Background: an optimization exercise with open tools, aiming at small area, a short achievable clock period and few clock cycles per item. Do not read the settings as production practice.
RTL that was checked went through simulation tests only; none was proved equivalent to the original.
Power and IR drop assume default switching activity.

## run F
==> flow/design.v (excerpt) <==
module burst_interval_monitor (
   input  wire logic                             clock,
   input  wire logic                             reset,
   input  wire logic                             req_tvalid,
   output logic                                  req_tready,
   input  wire logic [bim_pkg::REQ_DATA_W-1:0]   req_tdata,
   input  wire logic [bim_pkg::REQ_USER_W-1:0]   req_tuser,
   output logic                                  rsp_tvalid,
   input  wire logic                             rsp_tready,
   output logic [bim_pkg::RSP_DATA_W-1:0]        rsp_tdata,
   output logic [bim_pkg::RSP_USER_W-1:0]        rsp_tuser,
   input  wire logic                             csr_we,
   input  wire logic [bim_pkg::CSR_IDX_W-1:0]    csr_index,
   input  wire logic [bim_pkg::CFG_W-1:0]        csr_wdata
);
For scale: about 4,300 cells after synthesis, ~620 flip-flops, ~250 I/O pins.
==> module burst_interval_monitor, before the edit <==
module burst_interval_monitor (
   input  wire logic                             clock,
   input  wire logic                             reset,
   input  wire logic                             req_tvalid,
   output logic                                  req_tready,
   input  wire logic [bim_pkg::REQ_DATA_W-1:0]   req_tdata,
   input  wire logic [bim_pkg::REQ_USER_W-1:0]   req_tuser,
   output logic                                  rsp_tvalid,
   input  wire logic                             rsp_tready,
   output logic [bim_pkg::RSP_DATA_W-1:0]        rsp_tdata,
   output logic [bim_pkg::RSP_USER_W-1:0]        rsp_tuser,
   input  wire logic                             csr_we,
   input  wire logic [bim_pkg::CSR_IDX_W-1:0]    csr_index,
   input  wire logic [bim_pkg::CFG_W-1:0]        csr_wdata
);
   logic [CFG_W-1:0] expected_ff, timeout_ff;
   logic             r_valid, r_op, r_qual;
   logic [TS_W-1:0]  r_ts;
   assign r_valid = req_tvalid;
   assign r_op    = req_tuser[0];
   assign r_qual  = req_tuser[1] && (req_tdata[FC_W-1:FC_W-4] == SUBTYPE_ACTION);
   assign r_ts    = req_tdata[FC_W+TS_W-1:FC_W];
   logic             active_ff, has_prev_ff;
   logic [TS_W-1:0]  last_ff, prev_last_ff;
   logic [3:0]       n_ff;
   logic [IVL_W-1:0] ring [RING_DEPTH];
   logic [SUM_W-1:0] sum_ff;        
   logic             load_pend;     
   logic             new_sp, new_ep, new_k1;
   logic             old_sp, old_ep, old_k1;
   logic [3:0]       old_cnt;
   logic             div_load, div_busy, div_done, div_consume;
   logic [IVL_W-1:0] div_q;
   logic [OFS_W-1:0] div_inst;
   logic             old_busy, stall, go;
   logic             new_sp_t, new_ep_t, old_sp_t, old_ep_t;
   logic [TS_W-1:0]  elapsed;
   logic             hit, is_end, is_start, push;
   logic [IVL_W-1:0] ivl;
   assign old_busy   = old_sp | old_ep;
   assign stall      = r_valid & !r_op & r_qual & !active_ff & (old_sp_t | old_ep_t | load_pend);
   assign req_tready = !stall;
   assign go         = r_valid & !stall;
   logic             borrow;
   assign {borrow, elapsed} = {1'b0, r_ts} - {1'b0, last_ff};
   assign ivl     = (|elapsed[TS_W-1:IVL_W]) ? '1 : elapsed[IVL_W-1:0];
   logic [TS_W+1:0]  w;
   logic             c1;
   assign c1  = !borrow;
   assign w   = {2'b00, r_ts} + {2'b00, ~last_ff} +
                {2'b00, {(TS_W - CFG_W){1'b1}}, ~timeout_ff} + (TS_W+2)'(2);
   assign hit = c1 ? w[TS_W+1] : (w[TS_W+1] | w[TS_W]);
   assign is_end   = go & r_op & active_ff & hit;
   assign is_start = go & !r_op & r_qual & !active_ff;
   assign push     = is_start & has_prev_ff;
   logic             h_old, h_sp, h_k1, h_ivl, take;
   logic [IVL_W-1:0] h_interval;
   assign h_old = old_busy;
   assign h_sp  = h_old ? old_sp : new_sp;
   assign h_k1  = h_old ? old_k1 : new_k1;
   assign h_ivl = h_sp & h_k1;
   assign rsp_tvalid  = h_sp ? (!h_k1 | div_done) : (h_old ? old_ep : new_ep);
   assign take        = rsp_tvalid & rsp_tready;
   assign div_consume = take & h_ivl;
   assign h_interval = h_ivl ? (h_old ? ring[1] : ring[0]) : '0;
   assign rsp_tuser = h_sp ? {1'b0, h_k1} : 2'd2;
   assign rsp_tdata = {2'b00,
                       h_old ? old_cnt : n_ff,
                       h_ivl ? OFS_W'({1'b0, div_q} - {1'b0, expected_ff}) : '0,
                       h_ivl ? div_inst : '0,
                       h_interval,
                       h_old ? prev_last_ff : last_ff};
   assign old_sp_t = old_sp & !(take & h_old & old_sp);
   assign old_ep_t = old_ep & !(take & h_old & !old_sp);
   assign new_sp_t = new_sp & !(take & !h_old & new_sp);
   assign new_ep_t = new_ep & !(take & !h_old & !new_sp);
   always_ff @(posedge clock) begin
      if (reset) begin
         expected_ff <= EXPECTED_INTERVAL_RESET;
         timeout_ff  <= BURST_TIMEOUT_RESET;
      end else if (csr_we) begin
         if (csr_index == CSR_EXPECTED_INTERVAL) expected_ff <= csr_wdata;
         else                                    timeout_ff  <= csr_wdata;
      end
   end
   always_ff @(posedge clock) begin
      if (reset) begin
         active_ff   <= 1'b0;
         has_prev_ff <= 1'b0;
         n_ff        <= '0;
         load_pend   <= 1'b0;
         new_sp      <= 1'b0;
         new_ep      <= 1'b0;
         new_k1      <= 1'b0;
         old_sp      <= 1'b0;
         old_ep      <= 1'b0;
         old_k1      <= 1'b0;
      end else begin
         if (div_load) load_pend <= 1'b0;
         if (push)     load_pend <= 1'b1;
         old_sp <= old_sp_t;
         old_ep <= old_ep_t;
         new_sp <= new_sp_t;
         new_ep <= new_ep_t;
         if (is_end) begin
            active_ff <= 1'b0;
            new_ep    <= 1'b1;
         end
         if (is_start) begin
            active_ff   <= 1'b1;
            has_prev_ff <= 1'b1;
            last_ff     <= r_ts;
            old_sp      <= new_sp_t;
            old_ep      <= new_ep_t;
            old_k1      <= new_k1;
            new_sp      <= 1'b1;
            new_ep      <= 1'b0;
            new_k1      <= has_prev_ff;
         end
         if (push) begin
            n_ff <= (n_ff == 4'(RING_DEPTH)) ? n_ff : n_ff + 1'b1;
         end
      end
   end
   always_ff @(posedge clock) begin
      if (is_start) begin
         prev_last_ff <= last_ff;
         old_cnt      <= n_ff;
      end
   end
   always_ff @(posedge clock) begin
      if (push) begin
         ring[0] <= ivl;
         for (int i = 1; i < RING_DEPTH; i++) ring[i] <= ring[i-1];
      end
   end
   logic [SUM_W-1:0] sum;
   assign sum      = sum_ff + {{(SUM_W - IVL_W){1'b0}}, ring[0]};
   assign div_load = load_pend & !div_busy & (!div_done | div_consume);
   always_ff @(posedge clock) begin
      if (reset) begin
         sum_ff <= '0;
      end else if (div_load) begin
         sum_ff <= sum;
      end else if (push && n_ff == 4'(RING_DEPTH)) begin
         sum_ff <= sum_ff - {{(SUM_W - IVL_W){1'b0}}, ring[RING_DEPTH-1]};
      end
   end
   bim_div u_div (
      .clock    (clock),
      .reset    (reset),
      .load     (div_load),
      .consume  (div_consume),
      .dividend (sum),
      .divisor  (n_ff),
      .inst_in  ({1'b0, ring[0]} - {1'b0, expected_ff}),
      .busy     (div_busy),
      .done     (div_done),
      .quotient (div_q),
      .inst     (div_inst)
   );
endmodule
==> flow/config.mk <==
export PLATFORM = sky130hd
export DESIGN_NAME = burst_interval_monitor
export DESIGN_NICKNAME = burst_interval_monitor
export VERILOG_FILES = /design/flow/design.v
export SDC_FILE = /design/flow/constraint.sdc
export NUM_CORES = 4
export LEC_CHECK = 0
export ABC_AREA = 1
export CAP_MARGIN = 5
export CORE_MARGIN = 2
export CORE_UTILIZATION = 55
export GPL_ROUTABILITY_DRIVEN = 0
export SETUP_SLACK_MARGIN = 1.0
export SLEW_MARGIN = 5
==> flow/constraint.sdc <==
create_clock -name core_clock -period 6.0 [get_ports {clock}]
set_input_delay 1.2000 -clock core_clock [delete_from_list [all_inputs] [get_ports {clock}]]
set_output_delay 1.2000 -clock core_clock [all_outputs]
set_load 0.01 [all_outputs]
run.sh (not shown) runs the stock make flow with config.mk's settings and CLKGATE_MAP_FILE= SYNTH_SCRIPT=/design/flow/synth_recipe.tcl, a recipe that flattens the netlist after the stock synthesis.
Testbench counts of run F, summed over its fixed seeds: cycles 2,536, items 2,424.
Input-level comparison between run R and run F:
--- a/flow/design.v
+++ b/flow/design.v
@@ -140,12 +140,33 @@
    assign done     = done_ff;
    assign quotient = quo_ff;
    assign inst     = inst_ff;
 endmodule
 `default_nettype wire
 `default_nettype none
+module bim_add #(
+   parameter int W = 32
+) (
+   input  wire logic [W-1:0] a,
+   input  wire logic [W-1:0] b,
+   input  wire logic         ci,
+   output logic [W-1:0]      s,
+   output logic              co
+);
+   localparam int WL = W / 2;
+   localparam int WH = W - WL;
+   logic [WL:0] lo;
+   logic [WH:0] hi0, hi1;
+   assign lo  = {1'b0, a[WL-1:0]} + {1'b0, b[WL-1:0]} + {{WL{1'b0}}, ci};
+   assign hi0 = {1'b0, a[W-1:WL]} + {1'b0, b[W-1:WL]};
+   assign hi1 = {1'b0, a[W-1:WL]} + {1'b0, b[W-1:WL]} + {{WH{1'b0}}, 1'b1};
+   assign s  = {lo[WL] ? hi1[WH-1:0] : hi0[WH-1:0], lo[WL-1:0]};
+   assign co = lo[WL] ? hi1[WH] : hi0[WH];
+endmodule
+`default_nettype wire
+`default_nettype none
 import bim_pkg::*;
 module burst_interval_monitor (
    input  wire logic                             clock,
    input  wire logic                             reset,
    input  wire logic                             req_tvalid,
    output logic                                  req_tready,
@@ -184,18 +205,18 @@
    logic             hit, is_end, is_start, push;
    logic [IVL_W-1:0] ivl;
    assign old_busy   = old_sp | old_ep;
    assign stall      = r_valid & !r_op & r_qual & !active_ff & (old_sp_t | old_ep_t | load_pend);
    assign req_tready = !stall;
    assign go         = r_valid & !stall;
-   logic             borrow;
-   assign {borrow, elapsed} = {1'b0, r_ts} - {1'b0, last_ff};
+   logic             c1;            
+   bim_add #(.W(TS_W)) u_elapsed (
+      .a (r_ts), .b (~last_ff), .ci (1'b1), .s (elapsed), .co (c1)
+   );
    assign ivl     = (|elapsed[TS_W-1:IVL_W]) ? '1 : elapsed[IVL_W-1:0];
    logic [TS_W+1:0]  w;
-   logic             c1;
-   assign c1  = !borrow;
    assign w   = {2'b00, r_ts} + {2'b00, ~last_ff} +
                 {2'b00, {(TS_W - CFG_W){1'b1}}, ~timeout_ff} + (TS_W+2)'(2);
    assign hit = c1 ? w[TS_W+1] : (w[TS_W+1] | w[TS_W]);
    assign is_end   = go & r_op & active_ff & hit;
    assign is_start = go & !r_op & r_qual & !active_ff;
    assign push     = is_start & has_prev_ff;
@@ -206,16 +227,20 @@
    assign h_k1  = h_old ? old_k1 : new_k1;
    assign h_ivl = h_sp & h_k1;
    assign rsp_tvalid  = h_sp ? (!h_k1 | div_done) : (h_old ? old_ep : new_ep);
    assign take        = rsp_tvalid & rsp_tready;
    assign div_consume = take & h_ivl;
    assign h_interval = h_ivl ? (h_old ? ring[1] : ring[0]) : '0;
+   logic [OFS_W-1:0] h_avg;
+   bim_add #(.W(OFS_W)) u_avg (
+      .a ({1'b0, div_q}), .b (~{1'b0, expected_ff}), .ci (1'b1), .s (h_avg), .co ()
+   );
    assign rsp_tuser = h_sp ? {1'b0, h_k1} : 2'd2;
    assign rsp_tdata = {2'b00,
                        h_old ? old_cnt : n_ff,
-                       h_ivl ? OFS_W'({1'b0, div_q} - {1'b0, expected_ff}) : '0,
+                       h_ivl ? h_avg : '0,
                        h_ivl ? div_inst : '0,
                        h_interval,
                        h_old ? prev_last_ff : last_ff};
    assign old_sp_t = old_sp & !(take & h_old & old_sp);
    assign old_ep_t = old_ep & !(take & h_old & !old_sp);
    assign new_sp_t = new_sp & !(take & !h_old & new_sp);
@@ -278,13 +303,15 @@
       if (push) begin
          ring[0] <= ivl;
          for (int i = 1; i < RING_DEPTH; i++) ring[i] <= ring[i-1];
       end
    end
    logic [SUM_W-1:0] sum;
-   assign sum      = sum_ff + {{(SUM_W - IVL_W){1'b0}}, ring[0]};
+   bim_add #(.W(SUM_W)) u_sum (
+      .a (sum_ff), .b ({{(SUM_W - IVL_W){1'b0}}, ring[0]}), .ci (1'b0), .s (sum), .co ()
+   );
    assign div_load = load_pend & !div_busy & (!div_done | div_consume);
    always_ff @(posedge clock) begin
       if (reset) begin
          sum_ff <= '0;
       end else if (div_load) begin
          sum_ff <= sum;
### Flow results
The layout from run R, despite a flow that completed every stage, fails the layout checks, with the failing checks listed as negative setup slack.
Changes observed in run R relative to run F: hold slack went up 19 ps; full die area went up about 2%; transition time at the pin with the least slew margin went up 170 ps; synthesized area went up about 2%.
| setup total negative slack | run R vs run F | 5.1 ps lower |
Taking run F as the reference, in run R number of buffers inserted during clock tree synthesis fell 2; setup slack fell 160 ps; number of buffers and inverters on the critical path stayed essentially flat; switching power up about 6%.
No functional check of the RTL was part of run R.

afterwards: timing with drivers on the ports:
Ports are ideal in the flow. The routed layouts listed here were re-timed in OpenROAD. Step 1 assumes that a clkbuf_16 drives the clock port and a buf_2 every other input. Step 2 adds t to the input delays and takes it off the output delays; t is the mean of the earliest and latest rising clock arrival at the registers after step 1. Input paths then give back, and output paths get back, about the clock's delay inside the block. a / b / c = ideal / step 1 / step 2; a / b = the first two.
run | t (ns) | setup slack, ns | worst register clock-pin slew, ns
run F | 0.697 | 0.160 / 0.094 / 0.595 | 0.06 / 0.06
run R | 0.705 | -0.005 / -0.070 / 0.519 | 0.07 / 0.07
